Background: an optimization exercise with open tools, aiming at a short achievable clock period and few clock cycles. Do not read the settings as production practice.
The RTL was checked by simulation tests, not by an equivalence proof against the original design.
Power and IR drop assume default switching activity.

Setup of before:
## y86_pipeline
module y86_pipeline (
    input  logic                clock,
    input  logic                reset,
    output y86_pkg::word_t      imem_addr,
    input  logic [79:0]         imem_bytes,
    output y86_pkg::reg_write_t reg_write,
    output y86_pkg::stat_t      stat
);
    localparam logic [3:0] RNONE = 4'hf;
    logic [63:0] pc;             
    logic [63:0] rf [15];        
    logic [3:0]  w_dst;          
    logic [63:0] dmem [64];      
    logic        cc_zf;          
    logic        cc_lt;
    logic        l_valid;
    logic        l_op, l_sub, l_and, l_xor;
    logic        l_rr;           
    logic        l_rrc;          
    logic        l_ir, l_mr, l_rm;
    logic        l_jl;           
    logic        l_jh;           
    logic        l_pred;         
    logic [63:0] l_alt;          
    logic        l_halt, l_bad;
    logic [3:0]  l_ifun;
    logic [3:0]  l_dst;          
    logic [63:0] l_a;            
    logic [63:0] l_aa;           
    logic [63:0] l_b;            
    logic [63:0] l_sd;           
    logic        l_a1, l_a2;     
    logic        l_b1, l_b2;
    logic        l_s1, l_s2;     
    logic [2:0]  l_sa;           
    logic [4:0]  l_saa;
    logic [2:0]  l_sb;
    logic [3:0]  l_sr;
    logic [31:0] l_last;         
    logic [31:0] l_last_n;       
    logic [31:0] l_last_b;       
    logic [31:0] l_last_bn;
    logic        h_valid;
    logic        h_op, h_sub, h_and, h_xor;
    logic        h_rr, h_rrc;
    logic        h_ir, h_mr, h_rm;
    logic        h_jh;
    logic        h_pred;
    logic [63:0] h_alt;
    logic [3:0]  h_ifun;
    logic [3:0]  h_dst;
    logic [31:0] h_lo;           
    logic [31:0] h_lo_b;         
    logic        h_c32;          
    logic        h_zlo;          
    logic        h_adr_lo;       
    logic [63:0] h_sel;          
    logic [63:0] h_wsel;         
    logic [31:0] h_a, h_aa, h_b; 
    logic [63:0] h_sd;
    logic [2:0]  h_sa;           
    logic [4:0]  h_saa;
    logic [2:0]  h_sb;
    logic [2:0]  h_ss;
    logic [3:0]  h_sr;
    logic [63:0] h_res;          
    logic [63:0] h_res2;         
    logic [63:0] h_res_n;        
    logic [63:0] h_res2_n;
    logic        hp_kz, hp_kl;   
    logic        hp_zf, hp_lt;
  ...
For scale: about 18,000 cells after synthesis, roughly 290 I/O pins, about 250,000 µm² of cells after synthesis.
export LEC_CHECK = 0
export CAP_MARGIN = 20
export CORE_MARGIN = 2
export CORE_UTILIZATION = 40
export PLACE_DENSITY = 0.6
export SETUP_SLACK_MARGIN = 5
export SLEW_MARGIN = 20
export TNS_END_PERCENT = 100
create_clock -name core_clock -period 9.0 [get_ports {clock}]
standard.sh (not shown) runs the stock make flow with config.mk's settings and CLKGATE_MAP_FILE= SYNTH_SCRIPT=/design/flow/synth_recipe.tcl, a recipe that flattens the netlist after the stock synthesis.
==> flow/flow/run.sh <==
#!/bin/bash
# The standard layout, with slow many-input cells (nor3/nor4/or3/or4 and
# the 311/41/2111 and-or gates) added to the platform's don't-use list, for
# synthesis and for timing repair alike, and more rounds of antenna repair
# after detailed routing.
set -euo pipefail
DU="$(cat flow/dontuse.txt)"
bash standard.sh "DONT_USE_CELLS=$DU" "MAX_REPAIR_ANTENNAS_ITER_DRT=12" finish > standard.log 2>&1
Other scripts of this flow, unchanged in this note and not shown: flow/flow/dontuse.txt
before reached the end of the flow, and the finished layout is clean on the timing, design-rule and antenna checks.
Testbench counts of before, summed over its fixed seeds: cycles 41,812.
Input-level comparison between after and before:
diff --git a/flow/design.v b/flow/design.v
--- a/flow/design.v
+++ b/flow/design.v
@@ -102,15 +102,19 @@
     logic        l_rr;           
     logic        l_rrc;          
     logic        l_ir, l_mr, l_rm;
     logic        l_jl;           
     logic        l_jh;           
     logic        l_pred;         
+    logic [63:0] l_seq;          
+    logic [63:0] l_dest;
     logic [63:0] l_alt;          
     logic        l_halt, l_bad;
     logic [3:0]  l_ifun;
+    logic [3:0]  l_cj;           
+    logic [3:0]  l_cc;           
     logic [3:0]  l_dst;          
     logic [63:0] l_a;            
     logic [63:0] l_aa;           
     logic [63:0] l_b;            
     logic [63:0] l_sd;           
     logic        l_a1, l_a2;     
@@ -127,14 +131,18 @@
     logic        h_valid;
     logic        h_op, h_sub, h_and, h_xor;
     logic        h_rr, h_rrc;
     logic        h_ir, h_mr, h_rm;
     logic        h_jh;
     logic        h_pred;
+    logic [63:0] h_seq;
+    logic [63:0] h_dest;
     logic [63:0] h_alt;
     logic [3:0]  h_ifun;
+    logic [3:0]  h_cj;
+    logic [3:0]  h_cc;
     logic [3:0]  h_dst;
     logic [31:0] h_lo;           
     logic [31:0] h_lo_b;         
     logic        h_c32;          
     logic        h_zlo;          
     logic        h_adr_lo;       
@@ -173,12 +181,15 @@
             4'd4:    cond = !zf;
             4'd5:    cond = !lt;
             4'd6:    cond = !lt && !zf;
             default: cond = 1'b0;
         endcase
     endfunction
+    function automatic logic [3:0] cmask(input logic [3:0] fn);
+        for (int i = 0; i < 4; i++) cmask[i] = cond(fn, i[1], i[0]);
+    endfunction
     function automatic logic cond_known(input logic [3:0] fn, input logic kz,
                                         input logic kl, input logic zf);
         case (fn)
             4'd1, 4'd6: cond_known = (kz && kl) || (kz && zf);
             4'd2, 4'd5: cond_known = kl;
             4'd3, 4'd4: cond_known = kz;
@@ -195,13 +206,13 @@
     logic        h_zf, h_lt;
     logic        h_adr;
     logic [63:0] h_ld;
     logic [63:0] h_wval;
     logic [63:0] h_sdv;
     logic        h_mis;          
-    assign h_cnd = !h_rrc || cond(h_ifun, cc_zf, cc_lt);
+    assign h_cnd = h_cc[{cc_zf, cc_lt}];
     assign ha  = ({32{h_sa[0]}} & h_res[63:32]) | ({32{h_sa[1]}} & h_res2[63:32]) |
                  ({32{h_sa[2]}} & h_a);
     assign haa = ({32{h_saa[0]}} & h_res[63:32])  | ({32{h_saa[1]}} & h_res_n[63:32]) |
                  ({32{h_saa[2]}} & h_res2[63:32]) | ({32{h_saa[3]}} & h_res2_n[63:32]) |
                  ({32{h_saa[4]}} & h_aa);
     assign hb  = ({32{h_sb[0]}} & h_res[63:32]) | ({32{h_sb[1]}} & h_res2[63:32]) |
@@ -234,13 +245,13 @@
         for (int k = 0; k < 64; k++) begin
             if (h_sel[k]) h_ld = h_ld | dmem[k];
         end
     end
     assign h_wval = h_mr ? h_ld : h_full;
     assign h_sdv  = ({64{h_ss[0]}} & h_res) | ({64{h_ss[1]}} & h_res2) | ({64{h_ss[2]}} & h_sd);
-    assign h_mis = h_valid && h_jh && (cond(h_ifun, cc_zf, cc_lt) != h_pred);
+    assign h_mis = h_valid && h_jh && h_cj[{cc_zf, cc_lt}];
     logic        l_1b;           
     logic [31:0] lb;
     logic [31:0] l_lo;
     logic        l_c32;
     logic        l_zlo;
     logic        l_adr_lo;
@@ -276,13 +287,15 @@
     assign lb       = lb_v[l_1b];
     assign l_lo     = lo_v[l_1b];
     assign l_c32    = c32_v[l_1b];
     assign l_zlo    = zlo_v[l_1b];
     assign l_adr_lo = adr_lo_v[l_1b];
     assign l_sel    = sel_v[l_1b];
-    assign l_mis = l_valid && l_jl && (cond(l_ifun, cc_zf, cc_lt) != l_pred) && !h_mis;
+    assign l_alt = l_pred ? l_seq : l_dest;
+    assign h_alt = h_pred ? h_seq : h_dest;
+    assign l_mis = l_valid && l_jl && l_cj[{cc_zf, cc_lt}] && !h_mis;
     logic [63:0] p_ok;
     logic        p_zf, p_lt, p_kz, p_kl;
     assign p_ok[0] = (l_b[0] ^ l_aa[0]) == l_sub;
     for (genvar i = 1; i < 64; i++) begin : g_pz
         assign p_ok[i] = (l_b[i] ^ l_aa[i]) == (l_b[i-1] | l_aa[i-1]);
     end
@@ -436,14 +449,17 @@
         l_sa      <= {!(f_sa1 || f_sa2), f_sa2, f_sa1};
         l_saa     <= {!(f_sa1 || f_sa2), f_sa2 && f_sub, f_sa2 && !f_sub,
                       f_sa1 && f_sub, f_sa1 && !f_sub};
         l_sb      <= {!(f_sb1 || f_sb2), f_sb2, f_sb1};
         l_sr      <= {f_rr, f_xor, f_and, !(f_rr || f_and || f_xor)};
         l_ifun    <= f_ifun;
+        l_cj      <= cmask(f_ifun) ^ {4{f_taken}};
+        l_cc      <= f_rrc ? cmask(f_ifun) : 4'hf;
         l_pred    <= f_taken;
-        l_alt     <= f_taken ? f_seq : f_dest;
+        l_seq     <= f_seq;
+        l_dest    <= f_dest;
         l_a       <= f_opa;
         l_aa      <= f_sub ? ~f_opa : f_opa;
         l_b       <= f_opb;
         l_sd      <= f_rfa;
         l_last    <= l_lo;
         l_last_n  <= ~l_lo;
@@ -484,14 +500,17 @@
         h_saa    <= {!(l_a1 || l_a2), l_a2 && l_sub, l_a2 && !l_sub,
                      l_a1 && l_sub, l_a1 && !l_sub};
         h_sb     <= {!(l_b1 || l_b2), l_b2, l_b1};
         h_ss     <= {!(l_s1 || l_s2), l_s2, l_s1};
         h_sr     <= l_sr;
         h_ifun   <= l_ifun;
+        h_cj     <= l_cj;
+        h_cc     <= l_cc;
         h_pred   <= l_pred;
-        h_alt    <= l_alt;
+        h_seq    <= l_seq;
+        h_dest   <= l_dest;
         h_lo     <= l_lo;
         h_lo_b   <= lb;
         h_c32    <= l_c32;
         h_zlo    <= l_zlo;
         h_adr_lo <= l_adr_lo;
         h_sel    <= l_sel;
Findings:
Higher portion of total power attributed to combinational logic was reported by before, not after. after vs before — global-route wire length before repair climbed by a few percent. Non-clock buffer count for after is higher than for before. Core utilization essentially unchanged between before and after. On final area: between before and after, it ends up lower for before. When the final numbers for before and after were put side by side, the number of sinks on the clock net turned out to be greater in after. after falls short of before in placeable core region. Compared with before, in after setup slack now smaller, area after synthesis went up.
Testbench counts of after, summed over its fixed seeds: cycles 41,812.

[afterwards: timing with drivers on the ports]
How much do the figures lean on ideal ports? The routed layouts below were timed once more, with nothing changed but the port constraints.
Step 1 (the two cells are an assumption about what drives the block):
set clk [get_ports {clock}]
set_driving_cell -lib_cell sky130_fd_sc_hd__clkbuf_16 $clk
set_driving_cell -lib_cell sky130_fd_sc_hd__buf_2 [delete_from_list [all_inputs] $clk]
Step 2, shift: input delay + t, output delay - t, t = (earliest + latest rising clock arrival at the registers) / 2. This alone moves slack from input paths to output paths.
Three values: ideal, step 1, step 2; two values: the first two.
| run | shift t [ns] | slack for setup (ns) | slew at the worst register clock pin (ns) | worst slew at a driven data input, ns |
|---|---|---|---|---|
| before | 1.264 | 4.829 / 4.829 / 3.677 | 0.07 / 0.07 | 0.22 |
| after | 1.292 | 4.719 / 4.719 / 3.657 | 0.07 / 0.07 | 0.18 |
After both steps setup and hold are still met in every run listed. The setup slack of before, which loses most, moves by 0.000 ns with the drivers and by -1.152 ns with both steps.
